From an optimization exercise on the open Yosys and OpenROAD flow, aimed at small area and a short achievable clock period; shortcuts taken in it are not production practice. The RTL was checked by simulation tests, not by an equivalence proof against the original design. No activity file was given, so power comes from the tool's default toggle rates. The flow treats the clock pin as an ideal source, which a real chip does not have.

File: flow/flow/run.sh
#!/bin/bash
# The standard layout (standard.sh, unchanged synthesis and steps) with a
# few resizer/placement/CTS settings changed:
#  - the port buffers are plain buf_2 cells instead of the delay cells that
#    buffer_ports picks by default;
#  - gate sizing may change a cell's footprint (MATCH_CELL_FOOTPRINT=0);
#  - after the placement-stage repair_design, flow/place_hook.tcl moves each
#    output port's buffer next to the cell driving it, and puts the flip-flop
#    reset pins behind their own buffer; detailed placement then legalizes;
#  - clock tree synthesis (30-sink clusters, as config.mk says) adds no dummy
#    load cells (-dont_use_dummy_load).
# make's output goes to flow_make.log; each ORFS step keeps its own log under
# orfs/logs.
set -euo pipefail
here=$(pwd)
export BUFFER_PORTS_ARGS="-buffer_cell sky130_fd_sc_hd__buf_2"
export POST_RESIZE_TCL="$here/flow/place_hook.tcl"
export CTS_ARGS="-sink_clustering_enable -repair_clock_nets -sink_clustering_size 30 -sink_clustering_max_diameter 80 -dont_use_dummy_load"
if ! bash standard.sh MATCH_CELL_FOOTPRINT=0 finish > flow_make.log 2>&1; then
  tail -50 flow_make.log
  exit 1
fi
tail -20 flow_make.log
File: flow/flow/place_hook.tcl
# Placement-stage hook (runs after repair_design in 3_4 resize, before
# detailed placement legalizes):
#  1. Move each output port's buffer next to the cell that drives it, so the
#     buffer (which timing repair can upsize) drives the long wire to the pin
#     instead of the weak driving cell.
#  2. Give the flip-flops' asynchronous reset pins their own buffer behind the
#     reset port's input buffer, so that input buffer drives only the
#     combinational load (req_ready's gate).
set block [ord::get_db_block]
set moved 0
foreach bterm [$block getBTerms] {
  if {[$bterm getIoType] != "OUTPUT"} { continue }
  set net [$bterm getNet]
  if {$net == "NULL"} { continue }
  foreach iterm [$net getITerms] {
    if {![$iterm isOutputSignal]} { continue }
    set buf [$iterm getInst]
    foreach it2 [$buf getITerms] {
      if {![$it2 isInputSignal]} { continue }
      set n2 [$it2 getNet]
      if {$n2 == "NULL"} { continue }
      foreach it3 [$n2 getITerms] {
        if {![$it3 isOutputSignal]} { continue }
        set loc [[$it3 getInst] getLocation]
        $buf setLocation [lindex $loc 0] [lindex $loc 1]
        incr moved
      }
    }
  }
}
puts "hook: moved $moved output buffers next to their drivers"

set rterm [$block findBTerm reset]
if {$rterm != "NULL"} {
  set rnet [$rterm getNet]
  foreach iterm [$rnet getITerms] {
    set inbuf [$iterm getInst]
    foreach it2 [$inbuf getITerms] {
      if {![$it2 isOutputSignal]} { continue }
      set onet [$it2 getNet]
      set loads {}
      foreach it3 [$onet getITerms] {
        set mt [[$it3 getMTerm] getName]
        if {$mt == "RESET_B" || $mt == "SET_B"} {
          lappend loads "[[$it3 getInst] getName]/$mt"
        }
      }
      if {[llength $loads] > 0} {
        set loc [$inbuf getLocation]
        insert_buffer -buffer_cell sky130_fd_sc_hd__buf_2 -net [$onet getName] \
          -load_pins $loads -location [list [expr {[lindex $loc 0] / 1000.0}] [expr {[lindex $loc 1] / 1000.0}]] \
          -buffer_name reset_ff_buf
        puts "hook: reset flip-flop pins behind their own buffer: $loads"
      }
    }
  }
}
File: flow/standard.sh
#!/bin/bash
# synth_recipe.tcl (not shown) runs the flow's synth.tcl, then flattens the netlist and writes it again
# the make line also repeats each setting of config.mk as NAME=value (left out here)
make -C /OpenROAD-flow-scripts/flow DESIGN_CONFIG=/design/flow/config.mk WORK_HOME=/design/flow/orfs CLKGATE_MAP_FILE= SYNTH_SCRIPT=/design/flow/synth_recipe.tcl "${@:-finish}"
File: flow/config.mk
export PLATFORM = sky130hd
export DESIGN_NAME = mem_responder
export DESIGN_NICKNAME = mem_responder
export VERILOG_FILES = /design/flow/design.v
export SDC_FILE = /design/flow/constraint.sdc
export NUM_CORES = 4
export LEC_CHECK = 0
export CAP_MARGIN = 20
export CORE_MARGIN = 2
export CORE_UTILIZATION = 60
export CTS_CLUSTER_DIAMETER = 80
export CTS_CLUSTER_SIZE = 30
export PLACE_DENSITY = 0.7
export SETUP_SLACK_MARGIN = 2.85
export SLEW_MARGIN = 20
export SYNTH_HIERARCHICAL = 1
File: flow/constraint.sdc
create_clock -name core_clock -period 5.0 [get_ports {clk}]
set_input_delay 1.0000 -clock core_clock [delete_from_list [all_inputs] [get_ports {clk}]]
set_output_delay 1.0000 -clock core_clock [all_outputs]
set_load 0.01 [all_outputs]
File: flow/design.v
module mem_responder #(
  parameter int DEPTH   = 64,
  parameter int LATENCY = 2
) (
  input  logic        clk,
  input  logic        reset,
  input  logic        req_valid,
  output logic        req_ready,
  input  logic        req_we,
  input  logic [31:0] req_addr,
  input  logic [31:0] req_wdata,
  output logic        resp_valid,
  input  logic        resp_ready,
  output logic [31:0] resp_rdata,
  output logic        resp_err
);
  localparam int AW = $clog2(DEPTH);
  logic          busy_q, wait_q, resp_q, wr_q;
  logic          we_q, err_q;
  logic [DEPTH-1:0] sel_q;
  logic [31:0]   wdata_q, rdata_q;
  logic [31:0]   mem [DEPTH];
  logic          idle, err_in;
  logic [DEPTH-1:0] sel_in, sel;
  logic [31:0]   rd;
  logic          rd_ok;
  assign idle       = !busy_q;
  assign req_ready  = !busy_q & reset;
  assign resp_valid = resp_q;
  assign resp_rdata = rdata_q;
  assign resp_err   = err_q;
  assign rd_ok  = !(we_q | err_q);   
  assign err_in = (req_addr[1:0] != 2'b00) || (req_addr[31:AW+2] != '0);
  always_comb begin
    for (int i = 0; i < DEPTH; i++) sel_in[i] = (req_addr[AW+1:2] == AW'(i));
  end
  always_ff @(posedge clk or negedge reset) begin
    if (!reset) begin
      busy_q <= 1'b0;
      wait_q <= 1'b0;
      resp_q <= 1'b0;
      wr_q   <= 1'b0;
    end else begin
      busy_q <= busy_q ? !(resp_q & resp_ready) : req_valid;
      wait_q <= !busy_q & req_valid;
      resp_q <= wait_q | (resp_q & !resp_ready);
      wr_q   <= !busy_q & req_valid & req_we & !err_in;
    end
  end
  always_ff @(posedge clk) begin
    if (idle) err_q <= err_in;
  end
  always_ff @(posedge clk) begin
    we_q    <= req_we;
    sel_q   <= sel_in;
    wdata_q <= req_wdata;
  end
  assign sel = sel_q;
  for (genvar b = 0; b < 32; b++) begin : g_bit
    logic [DEPTH-1:0] col;
    logic [7:0]       p;
    logic [3:0]       q;
    for (genvar i = 0; i < DEPTH; i++) begin : g_col
      assign col[i] = mem[i][b];
    end
    for (genvar k = 0; k < 8; k++) begin : g_g
      mem_responder_or8 u_grp (.d(col[8*k+:8]), .s(sel[8*k+:8]), .y(p[k]));
    end
    for (genvar k = 0; k < 4; k++) begin : g_n
      mem_responder_or2 u_or (.a(p[2*k+:2]), .y(q[k]));
    end
    mem_responder_oa41 u_out (.a(q), .b(rd_ok), .y(rd[b]));
  end
  always_ff @(posedge clk) begin
    if (wait_q) rdata_q <= rd;
  end
  always_ff @(posedge clk) begin
    for (int i = 0; i < DEPTH; i++)
      if (wr_q & sel[i]) mem[i] <= wdata_q;
  end
endmodule
module mem_responder_or8 (
  input  logic [7:0] d,
  input  logic [7:0] s,
  output logic       y
);
  assign y = |(d & s);
endmodule
module mem_responder_oa41 (
  input  logic [3:0] a,
  input  logic       b,
  output logic       y
);
  assign y = (|a) & b;
endmodule
module mem_responder_or2 (
  input  logic [1:0] a,
  output logic       y
);
  assign y = |a;
endmodule
==> results of run 1 <==
## power by group through the flow
stage | registers [mW] | logic (mW) | clock network (mW)
4_1_cts | 20.0 | 0.833 | 8.23
3_3_place_gp | 20.5 | 0.764 | 0
2_1_floorplan | 20.6 | 0.150 | 0
5_1_grt | 20.0 | 0.886 | 8.77
3_5_place_dp | 20.5 | 0.799 | 0
6_report | 20.0 | 0.858 | 8.20
## critical path, stage by stage (launching register included)
cell and delay [ns]:
dfrtp_2 0.44, nor2b_4 0.11, buf_6 0.10
## final cells by class
class / count / area [um^2]
Antenna cell: 5 / 12.5
Clock buffer: 87 / 2180
Fill cell: 8173 / 43300
Inverter: 2 / 7.51
Multi-Input combinational cell: 1613 / 11700
Sequential cell: 2182 / 64600
Tap cell: 1650 / 2060
Timing Repair Buffer: 216 / 1690
## stage by stage
| step | total power [mW] | setup WS, ns |
|---|---|---|
| detailed placement | 21.3 | 2.42 |
| global placement | 21.2 | 2.37 |
| floorplan | 20.8 | 2.87 |
| finish | 29.1 | 2.67 |
| global route | 29.7 | 2.63 |
| CTS | 29.1 | 2.63 |
## synth_stat cells, drive strengths merged (2+ instances only)
| master | instances |
|---|---|
| nand3 | 6 |
| and2 | 64 |
| dfxtp | 97 |
| edfxtp | 2081 |
| o41a | 32 |
| nor2 | 69 |
| nand2 | 12 |
| nor4 | 6 |
| nand2b | 2 |
| dfrtp | 4 |
| nand4 | 258 |
| nor2b | 6 |
| inv | 2 |
| or2 | 129 |
| clkbuf | 13 |
| a22oi | 1024 |
## Yosys stat by module, one instance, submodules excluded
module,cells,area [um^2],times used
mem_responder_or2,1,6.26,128
mem_responder_oa41,1,11.3,32
mem_responder,2370,65500,1
mem_responder_or8,5,36.3,256
## timing repair
item,CTS,global route
cloned,0,1
setup buffers,5,8
pin swaps,13,19
gates resized for setup,180,87
endpoints found under the setup margin,2104,742
## layer usage
layer	routed length [um]	share of wire (%)	vias up
met4	5890	3.0	12
met1	75900	39	20800
met5	86	0.044	-
li1	-	-	16900
met3	20300	10	275
met2	93200	48	2301
## flip-flops by register name, summed over array words and instances (netlist names)
name / flops
mem: 2048
sel_q: 64
rdata_q: 32
wdata_q: 32
busy_q: 1
err_q: 1
resp_q: 1
wait_q: 1
we_q: 1
wr_q: 1
## worst max path at each step
stage                    from          end  slack [ns]
finish                 busy_q    req_ready        2.67
global route           busy_q    req_ready        2.63
CTS                    busy_q    req_ready        2.63
detailed placement  sel_q[11]  rdata_q[27]        2.42
global placement         wr_q   mem[6][14]        2.37
floorplan               reset    req_ready        2.87
## logic make-up after synthesis
group / Yosys count / synth area share [%]
and+or+nand+nor: 554 / 4.30
buffers and inverters: 16 / 0.0808
AOI/OAI and AO/OA: 1058 / 10.6
DFF: 2182 / 85.0
## cell usage in the layout (no fill, tap or decap), types with 2 or more instances in the layout
cell type  count
edfxtp_1    2081
a22oi_1     1003
nand4_1      258
clkbuf_16     87
buf_2         81
buf_4         80
or2_1         79
nor2_1        68
and2_4        63
or2_4         49
dfxtp_1       48
buf_6         45
dfxtp_2       38
o41a_1        32
a22oi_2       21
nand2_1       12
dfxtp_4       11
nor4_1         6
nand3_1        6
buf_12         6
diode_2        5
nor2b_1        5
buf_8          3
and2_2         2
nand2b_1       2
inv_1          2
dfrtp_4        2
==> results by group, run 1 <==
Detailed routing
  • Via count: approximately 40,000
  • Initial DRC count: around 5,600
  • Antenna-violating nets left: 0
  • DRC: 0
  • Routed len/inst: between 30 and 40 um
  • Iteration count of the initial detailed-routing pass: 6
  • DRT Wirelength: ~200,000 um
  • Vias per cell: 6.99

STA
  • Slew @ Worst Pin: 0.923 ns
  • Fin. max-slew vios: 0
  • # setup viols final: 0
  • Fin. Hold Viols: 0
  • Min Hold Slack: between 0.2 and 0.25 ns
  • Max-slew headroom: 38.4%
  • Final worst-path cycle share: 46.6%
  • Clk_skew: between 0.07 and 0.08 ns
  • F_max: ~430 MHz
  • Setup_tns: 0 ns
  • Min cycle time layout: about 2.3 ns
  • RSZ-0062 raised after global routing: yes

Clock tree
  • Clk root buf: clkbuf_16
  • Hold_buf cts: 0
  • Number of CTS-inserted buffers: 87
  • Clock-pin slew of the registers on the worst-case setup and hold paths: roughly 0.1 ns
  • CTS tree: yes
  • Clock Path Buffers: 3
  • Clock latency at the later pin of the worst-skew pair: 0.74 ns
  • CTS H-tree depth: 3
  • Clock sinks: 2,182

Placed design
  • Port buffer count: roughly 100
  • Post-placement cell count: between 5,000 and 6,000
  • Gp weighted congestion: 0.848
  • Post-DP HPWL: between 100,000 and 150,000 um
  • Post-DP Area: a little under 80,000 um^2

Worst setup path
  • R2R Path Start: sel_q[1]
  • Setup slack, reg-to-reg: approximately 2.8 ns
  • WP data arrival: between 1 and 1.5 ns
  • FF-to-FF End: rdata_q[26]
  • FF-to-FF path depth: 5
  • Critical setup path kind: reg -> out
  • Crit end category: primary output
  • Crit-path max FO: 2
  • Startpoint type of the worst setup path: flip-flop
  • Critical Path RT: roughly 4.0 ns

Status
  • Status: timing/DRC/antenna clean

Finish
  • Fin area: approximately 82,000 um^2
  • Share of layout cells above drive strength 1: roughly an eighth
  • Synthesis-to-finish area growth: 8.43%
  • Final nets: roughly 4,200
  • Non-filler cells, final: around 5,800
  • Fin util: about 66%

Die
  • Initial core utilization: 60.5%
  • I/O pins: about 100
  • Site Rows: 130
  • Die Ht: ~360 um
  • Width of the die: between 300 and 400 um
  • Die ar.: roughly 130,000 um^2
  • Core Area: 126,000 um^2

Job
  • MaxCap Viol Count: 0

Synthesis
  • Number of synthesized flops with an enable pin: roughly 2,100
  • Synth Instances: 3,810
  • Syn_nets: about 3,900
  • Asr flop ratio synth: less than 1%
  • Post-synth top flop: edfxtp_1
  • Yosys cell types: 22
  • Sequential element share of the synthesized area: between 80 and 90%
  • Leading area contributor after synthesis: edfxtp_1
  • Post-Syn Area: approximately 76,000 um^2
  • Post-Syn Area per Cell: approximately 20 um^2
  • Area share of the largest cell type after synthesis: 82.3%
  • Synth area leaders: edfxtp_1 (82%), a22oi_1 (10%), dfxtp_1 (2.6%)
  • Number of synthesized register bits: roughly 2,200
  • Total of warnings raised by yosys: 8

Global route
  • Routing usage on met1: about 43%
  • Vias in the first global route: roughly 37,000
  • Met2 Resource Use GR: a little under half
  • Gr ovfl total: 0
  • Busiest grt layer: met2
  • Largest net degree at the start of global routing: 65
  • First-pass GRT wire length: ~270,000 um
  • Met3 GRT Util: between 4 and 5%
  • GRT Resource Usage Total: 29.7%
  • Initial antenna violation count: 9

Power
  • Gate power share: 2.9%
  • Sw frac: 19.8%
  • Pwr dens: around 350 nW/um^2
  • Flop pwr share: 68.9%
  • LEAKAGE: 24.8 nW
  • VDD IR-drop max: about 0.30 mV
  • Pint: between 20 and 25 mW
  • P_sw: around 5.8 mW
  • Clk pwr share: approximately 28%

Min path
  • Hold Crit Class: in -> async
==> run 2: changes to the inputs <==
--- a/flow/config.mk
+++ b/flow/config.mk
@@ -6,5 +6,5 @@
 export NUM_CORES = 4
 export LEC_CHECK = 0
-export CAP_MARGIN = 20
+export CAP_MARGIN = 10
 export CORE_MARGIN = 2
 export CORE_UTILIZATION = 60
@@ -13,4 +13,4 @@
 export PLACE_DENSITY = 0.7
 export SETUP_SLACK_MARGIN = 2.85
-export SLEW_MARGIN = 20
+export SLEW_MARGIN = 10
 export SYNTH_HIERARCHICAL = 1
==> results by group, run 2 <==
Min path
  • Hold Crit Class: in -> async

Power
  • Pwr dens: roughly 350 nW/um^2
  • Post-layout power: 29.2 mW
  • LEAKAGE: ~25 nW
  • VDD IR-drop max: 0.243 mV

Die
  • Site Rows: 130
  • Width of the die: between 300 and 400 um
  • Initial core utilization: approximately three fifths
  • Core Area: approximately 130,000 um^2
  • I/O pins: roughly 100
  • Die ar.: between 100,000 and 150,000 um^2
  • Die Ht: roughly 360 um

Detailed routing
  • DRC: 0
  • Initial DRC count: 5,840
  • Routed len/inst: around 34 um
  • Via count: about 40,000
  • DRT Wirelength: ~200,000 um
  • Vias per cell: approximately 7.0
  • Iteration count of the initial detailed-routing pass: 6
  • Antenna-violating nets left: 0

Worst setup path
  • CP max stage cell: dfrtp_4
  • Cell chain of the critical path: buf_12, and2_2
  • WP data arrival: around 2.7 ns
  • Crit-path max FO: 33
  • Crit end category: flip-flop
  • Critical Path RT: around 5.3 ns
  • Critical setup path kind: reg -> reg
  • R2R Path Start: wr_q
  • CP peak stage delay: 0.82 ns
  • CP Launch Point: wr_q
  • Startpoint type of the worst setup path: flip-flop

Clock tree
  • CTS tree: yes
  • CTS H-tree depth: 3
  • Number of CTS-inserted buffers: a little under 90
  • Clock sinks: 2,182
  • Clock-pin slew of the registers on the worst-case setup and hold paths: 0.09 ns
  • Clock latency at the later pin of the worst-skew pair: roughly 0.73 ns
  • Clock Path Buffers: 3
  • Clk root buf: clkbuf_16
  • Hold_buf cts: 0

STA
  • Fin. max-slew vios: 0
  • Final worst-path cycle share: about half
  • Min cycle time layout: 2.40 ns
  • Slew @ Worst Pin: approximately 1.3 ns
  • # setup viols final: 0
  • Clk_skew: between 0.08 and 0.09 ns
  • RSZ-0062 raised after global routing: yes
  • Fin. Hold Viols: 0
  • Setup_tns: 0 ns
  • Max-slew headroom: roughly 15%
  • F_max: about 420 MHz

Finish
  • Final nets: ~4,200
  • Max reg flops: a little over 2,000
  • Synthesis-to-finish area growth: 8.28%
  • Most frequent cells in the layout: edfxtp_1 (2,081), a22oi_1 (1,004), nand4_1 (258)
  • Commonest non-fill, non-tap cell in the layout: edfxtp_1
  • Reg with most FFs: mem
  • Top Registers: mem: 2048 flops, sel_q: 64 flops
  • Share of layout cells above drive strength 1: between 10% and 20%

Synthesis
  • Post-synth top flop: edfxtp_1
  • Yosys cell types: 22
  • Synth area leaders: edfxtp_1 (82%), a22oi_1 (10%), dfxtp_1 (2.6%)
  • Count leader, synth: edfxtp_1
  • Synth top cells by count: edfxtp_1 (2,081), a22oi_1 (1,024), nand4_1 (258)
  • Number of synthesized register bits: 2,182
  • Total of warnings raised by yosys: 8
  • Sequential element share of the synthesized area: a little under nine tenths
  • Synth Instances: ~3,800
  • Area share of the largest cell type after synthesis: slightly above 80%
  • Asr flop ratio synth: 0.183%
  • Number of synthesized flops with an enable pin: roughly 2,100
  • Post-Syn Area: 75,900 um^2
  • Syn_nets: 3,879
  • Leading area contributor after synthesis: edfxtp_1
  • Post-Syn Area per Cell: 19.9 um^2

Global route
  • Gr ovfl total: 0
  • GRT Resource Usage Total: about 30%
  • Routing usage on met1: 43.7%
  • Vias in the first global route: about 37,000
  • Met2 Resource Use GR: approximately 47%
  • Busiest grt layer: met2
  • Initial antenna violation count: 15
  • First-pass GRT wire length: 273,000 um
  • Largest net degree at the start of global routing: 65
  • Met3 GRT Util: ~4.6%

Placed design
  • Port buffer count: 103
  • Post-DP HPWL: around 110,000 um
  • Gp weighted congestion: between 0.8 and 0.9

Status
  • Status: timing/DRC/antenna clean

Job
  • MaxCap Viol Count: 0
[run 2: changes by cell type in the layout (fill, tap and decap cells not counted), sizes merged]
| cell | before | now |
|---|---|---|
| and2 | 65 | 64 |
| nor2 | 69 | 70 |
| diode | 5 | 6 |
| buf | 215 | 214 |
[run 2: area by class of cell]
class | instances | area (um^2)
Clock buffer | 88 | 2200
Inverter | 2 | 7.51
Antenna cell | 6 | 15.0
Tap cell | 1650 | 2060
Timing Repair Buffer | 214 | 1610
Multi-Input combinational cell | 1613 | 11700
Sequential cell | 2182 | 64600
Fill cell | 8194 | 43400
[run 2: worst max-delay path, delay by kind of cell, from the launching register on]
family        cells  cell delay, ns
simple gates      1            0.82
buf+inv           1            0.31
flops             1            0.82
[run 2: power breakdown]
part           switching, mW  internal [mW]
Sequential            0.0370           20.0
Clock                   5.09           3.17
Combinational          0.664          0.190
[run 2: what timing repair did]
action | in CTS | in global routing
resized for setup | 162 | 44
pin swaps | 12 | 12
setup endpoints to repair | 2115 | 1545
setup buffers | 4 | 8
gates cloned | 0 | 1
endpoints found under the hold margin | 0 | 0
[run 2: cell families after synthesis]
group / share of synthesized area (%)
AOI/OAI and AO/OA: 10.6
buffers and inverters: 0.0808
DFF: 85.0
and+or+nand+nor: 4.30
[run 2: worst paths after layout]
| check | end | slack (ns) | cells after the start |
|---|---|---|---|
| setup / recovery | mem[49][20] | 2.60 | 2 |
| hold / removal | wr_q | 0.19 | 2 |
| setup reg to reg | mem[49][20] | 2.60 | 2 |
| hold reg to reg | busy_q | 0.56 | 2 |
| max in group asynchronous | wr_q | 4.67 | 2 |
| min in group core_clock | wdata_q[0] | 0.38 | 1 |
[run 2: through the flow]
step	hold WS, ns	util [%]	setup WS, ns	cell area (um^2)	cells
3_3_place_gp	0.481	63.2	2.37	79300	5647
5_1_grt	0.183	65.4	2.54	82200	5749
6_report	0.190	65.5	2.60	82200	5755
3_5_place_dp	0.486	63.2	2.32	79300	5648
4_1_cts	0.161	65.3	2.63	82000	5740
2_1_floorplan	0.513	-	2.87	75900	3810
[run 2: Yosys stat by module (local to each module, per instance)]
module	cells inside	flip-flops and latches	copies in the design	area [um^2]
mem_responder_or8	5	0	256	36.3
mem_responder	2370	2182	1	65500
mem_responder_oa41	1	0	32	11.3
mem_responder_or2	1	0	128	6.26
[run 2: layer usage]
metal  vias to the layer above  wire, um
li1                      16800         -
met1                     20600     75300
met2                      2368     93900
met3                       258     21000
met4                        12      4680
met5                         -       101
==> run 3: changes to the inputs <==
--- a/flow/config.mk
+++ b/flow/config.mk
@@ -6,11 +6,11 @@
 export NUM_CORES = 4
 export LEC_CHECK = 0
-export CAP_MARGIN = 10
+export CAP_MARGIN = 20
 export CORE_MARGIN = 2
-export CORE_UTILIZATION = 60
+export CORE_UTILIZATION = 55
 export CTS_CLUSTER_DIAMETER = 80
 export CTS_CLUSTER_SIZE = 30
-export PLACE_DENSITY = 0.7
+export PLACE_DENSITY = 0.65
 export SETUP_SLACK_MARGIN = 2.85
-export SLEW_MARGIN = 10
+export SLEW_MARGIN = 20
 export SYNTH_HIERARCHICAL = 1
==> results by group, run 3 <==
Placed design
  • Port buffer count: approximately 100
  • Post-DP Area: 79,500 um^2
  • Gp weighted congestion: 0.838
  • Post-DP HPWL: between 100,000 and 150,000 um
  • Post-placement cell count: 5,793

Clock tree
  • Number of CTS-inserted buffers: 96
  • Clk root buf: clkbuf_16
  • Clock Path Buffers: 3
  • Clock-pin slew of the registers on the worst-case setup and hold paths: 0.11 ns
  • CTS H-tree depth: 3
  • Clock sinks: roughly 2,200
  • Hold_buf cts: 0
  • CTS tree: yes
  • Clock latency at the later pin of the worst-skew pair: between 0.7 and 0.8 ns

Detailed routing
  • Vias per cell: ~6.7
  • DRC: 0
  • Antenna-violating nets left: 0
  • Routed len/inst: roughly 33 um
  • Initial DRC count: ~5,800
  • Iteration count of the initial detailed-routing pass: 5
  • Via count: approximately 40,000
  • DRT Wirelength: a little under 200,000 um

Synthesis
  • Post-synth top flop: edfxtp_1
  • Number of synthesized register bits: around 2,200
  • Synth top cells by count: edfxtp_1 (2,081), a22oi_1 (1,024), nand4_1 (258)
  • Synth Instances: 3,810
  • Post-Syn Area: 75,900 um^2
  • Post-Syn Area per Cell: around 20 um^2
  • Syn_nets: 3,879
  • Asr flop ratio synth: 0.183%
  • Synth area leaders: edfxtp_1 (82%), a22oi_1 (10%), dfxtp_1 (2.6%)
  • Yosys cell types: 22
  • Sequential element share of the synthesized area: 85.0%
  • Number of synthesized flops with an enable pin: about 2,100
  • Area share of the largest cell type after synthesis: 82.3%
  • Total of warnings raised by yosys: 8
  • Leading area contributor after synthesis: edfxtp_1
  • Count leader, synth: edfxtp_1

Min path
  • Hold Crit Class: in -> async

Finish
  • Most frequent cells in the layout: edfxtp_1 (2,081), a22oi_1 (992), nand4_1 (258)
  • Commonest non-fill, non-tap cell in the layout: edfxtp_1
  • Reg with most FFs: mem
  • Fillers: just under 10,000
  • Final nets: 4,194
  • Fin area: ~83,000 um^2
  • Synthesis-to-finish area growth: 9.14%
  • Non-filler cells, final: 5,923
  • Top Registers: mem: 2048 flops, sel_q: 64 flops
  • Max reg flops: roughly 2,000
  • Share of layout cells above drive strength 1: a little over an eighth

Worst setup path
  • Critical Path RT: around 4.0 ns
  • CP peak stage delay: 0.44 ns
  • Critical setup path kind: reg -> out
  • Critical path buffers and inverters: 1
  • WP data arrival: between 1 and 1.5 ns
  • Startpoint type of the worst setup path: flip-flop
  • Top delay family on crit path: flip-flops
  • Cell chain of the critical path: nor2b_4, buf_6
  • Crit-path max FO: 2
  • CP max stage cell: dfrtp_2
  • Crit end category: primary output

STA
  • Setup_tns: 0 ns
  • Slew @ Worst Pin: 0.995 ns
  • F_max: 413 MHz
  • RSZ-0062 raised after global routing: yes
  • Fin. max-slew vios: 0
  • Max-slew headroom: 33.7%
  • Fin. Hold Viols: 0
  • # setup viols final: 0
  • Final worst-path cycle share: between 40 and 50%
  • Min cycle time layout: between 2 and 2.5 ns
  • Clk_skew: 0.0837 ns

Die
  • Site Rows: ~140
  • Die ar.: 141,000 um^2
  • Initial core utilization: a little under three fifths
  • Width of the die: about 380 um
  • Die Ht: roughly 380 um
  • I/O pins: about 100
  • Core Area: about 140,000 um^2

Power
  • Pwr dens: ~360 nW/um^2
  • VDD IR-drop max: 0.232 mV
  • LEAKAGE: around 25 nW

Global route
  • GRT Resource Usage Total: ~28%
  • First-pass GRT wire length: approximately 280,000 um
  • Vias in the first global route: 37,300
  • Gr ovfl total: 0
  • Initial antenna violation count: 14
  • Largest net degree at the start of global routing: 65

Status
  • Status: timing/DRC/antenna clean

Job
  • MaxCap Viol Count: 0
==> run 3: cell type report <==
type / instances / area (um^2) / area share [%]
diodes: 6 / 15.0 / 0.0181
clock buffers: 96 / 2400 / 2.90
inverters: 2 / 7.51 / 0.00906
multi-input cells: 1612 / 11800 / 14.2
flip-flops and latches: 2182 / 64700 / 78.0
well taps: 1794 / 2240 / 2.71
repair buffers: 231 / 1760 / 2.12
==> run 3: layer usage <==
layer / global-route usage [%] / routed length (um) / part of all wire, % / up-vias
met3: 3.68 / 17500 / 8.8 / 239
met4: 8.61 / 6030 / 3.0 / 8
met5: 0 / 43 / 0.022 / -
met1: 41.6 / 80700 / 41 / 20600
met2: 43.7 / 93600 / 47 / 2009
li1: - / - / - / 16900
==> run 3: cell families after synthesis <==
| family | after synthesis | share of synthesized area [%] |
|---|---|---|
| buf+inv | 16 | 0.0808 |
| simple gates | 554 | 4.30 |
| compound gates | 1058 | 10.6 |
| flops | 2182 | 85.0 |
==> run 3: power breakdown <==
group	leakage [nW]	switching, mW	internal, mW
logic	4.27	0.700	0.197
registers	19.6	0.0379	20.0
clock network	1.18	5.15	3.44
total	25.0	5.89	23.6
==> run 3: what timing repair did <==
action | 4_1_cts | 5_1_grt
resized for setup | 216 | 45
pin swaps | 33 | 16
endpoints found under the setup margin | 2115 | 66
setup buffers | 12 | 16
==> run 3: final timing paths <==
check,slack [ns],to,start,depth (start not counted)
hold / removal,0.14,wait_q,reset,2
hold reg to reg,0.62,wait_q,busy_q,2
min in group core_clock,0.34,wdata_q[1],req_wdata[1],1
setup / recovery,2.58,req_ready,busy_q,2
setup reg to reg,2.83,rdata_q[6],sel_q[59],5
max in group asynchronous,4.66,wr_q,reset,2
==> run 3: modules after synthesis, one instance, submodules excluded <==
module / cells inside / times used / flip-flops and latches / area (um^2)
mem_responder: 2370 / 1 / 2182 / 65500
mem_responder_oa41: 1 / 32 / 0 / 11.3
mem_responder_or2: 1 / 128 / 0 / 6.26
mem_responder_or8: 5 / 256 / 0 / 36.3
==> run 3: stage by stage <==
step / hold WS [ns] / worst slack, ns / utilization (%) / total power [mW]
after detailed placement: 0.478 / 2.33 / 57.9 / 21.3
after global placement: 0.462 / 2.36 / 57.9 / 21.3
after floorplan: 0.513 / 2.87 / - / 20.8
after global routing: 0.141 / 2.55 / 60.3 / 30.2
after CTS: 0.0979 / 2.54 / 60.1 / 29.6
final: 0.141 / 2.58 / 60.3 / 29.5

port drivers added, routing unchanged:
No port has a modelled driver above. Below, the same layouts with a new extraction and two added sets of constraints.
Step 1, drivers: a clkbuf_16 drives clk and a buf_2 each remaining input, both assumed.
Step 2 also shifts input and output timing later by t, the mid clock arrival at the registers, as if the neighbouring blocks saw the same clock.
Slacks: no drivers / after step 1 / after step 2; pairs: no drivers / after step 1.
run	t (ns)	setup WS [ns]	worst setup path at the end	worst slew at a driven data input, ns
run 1	0.775	2.671 / 2.593 / 2.613	input to register	0.19
run 2	0.758	2.598 / 2.592 / 2.598	register to register	0.18
run 3	0.814	2.577 / 2.495 / 2.564	input to register	0.20
After both steps every run listed still meets setup and hold. The setup slack of run 1, which loses most, moves by -0.078 ns with the drivers and by -0.058 ns with both steps.
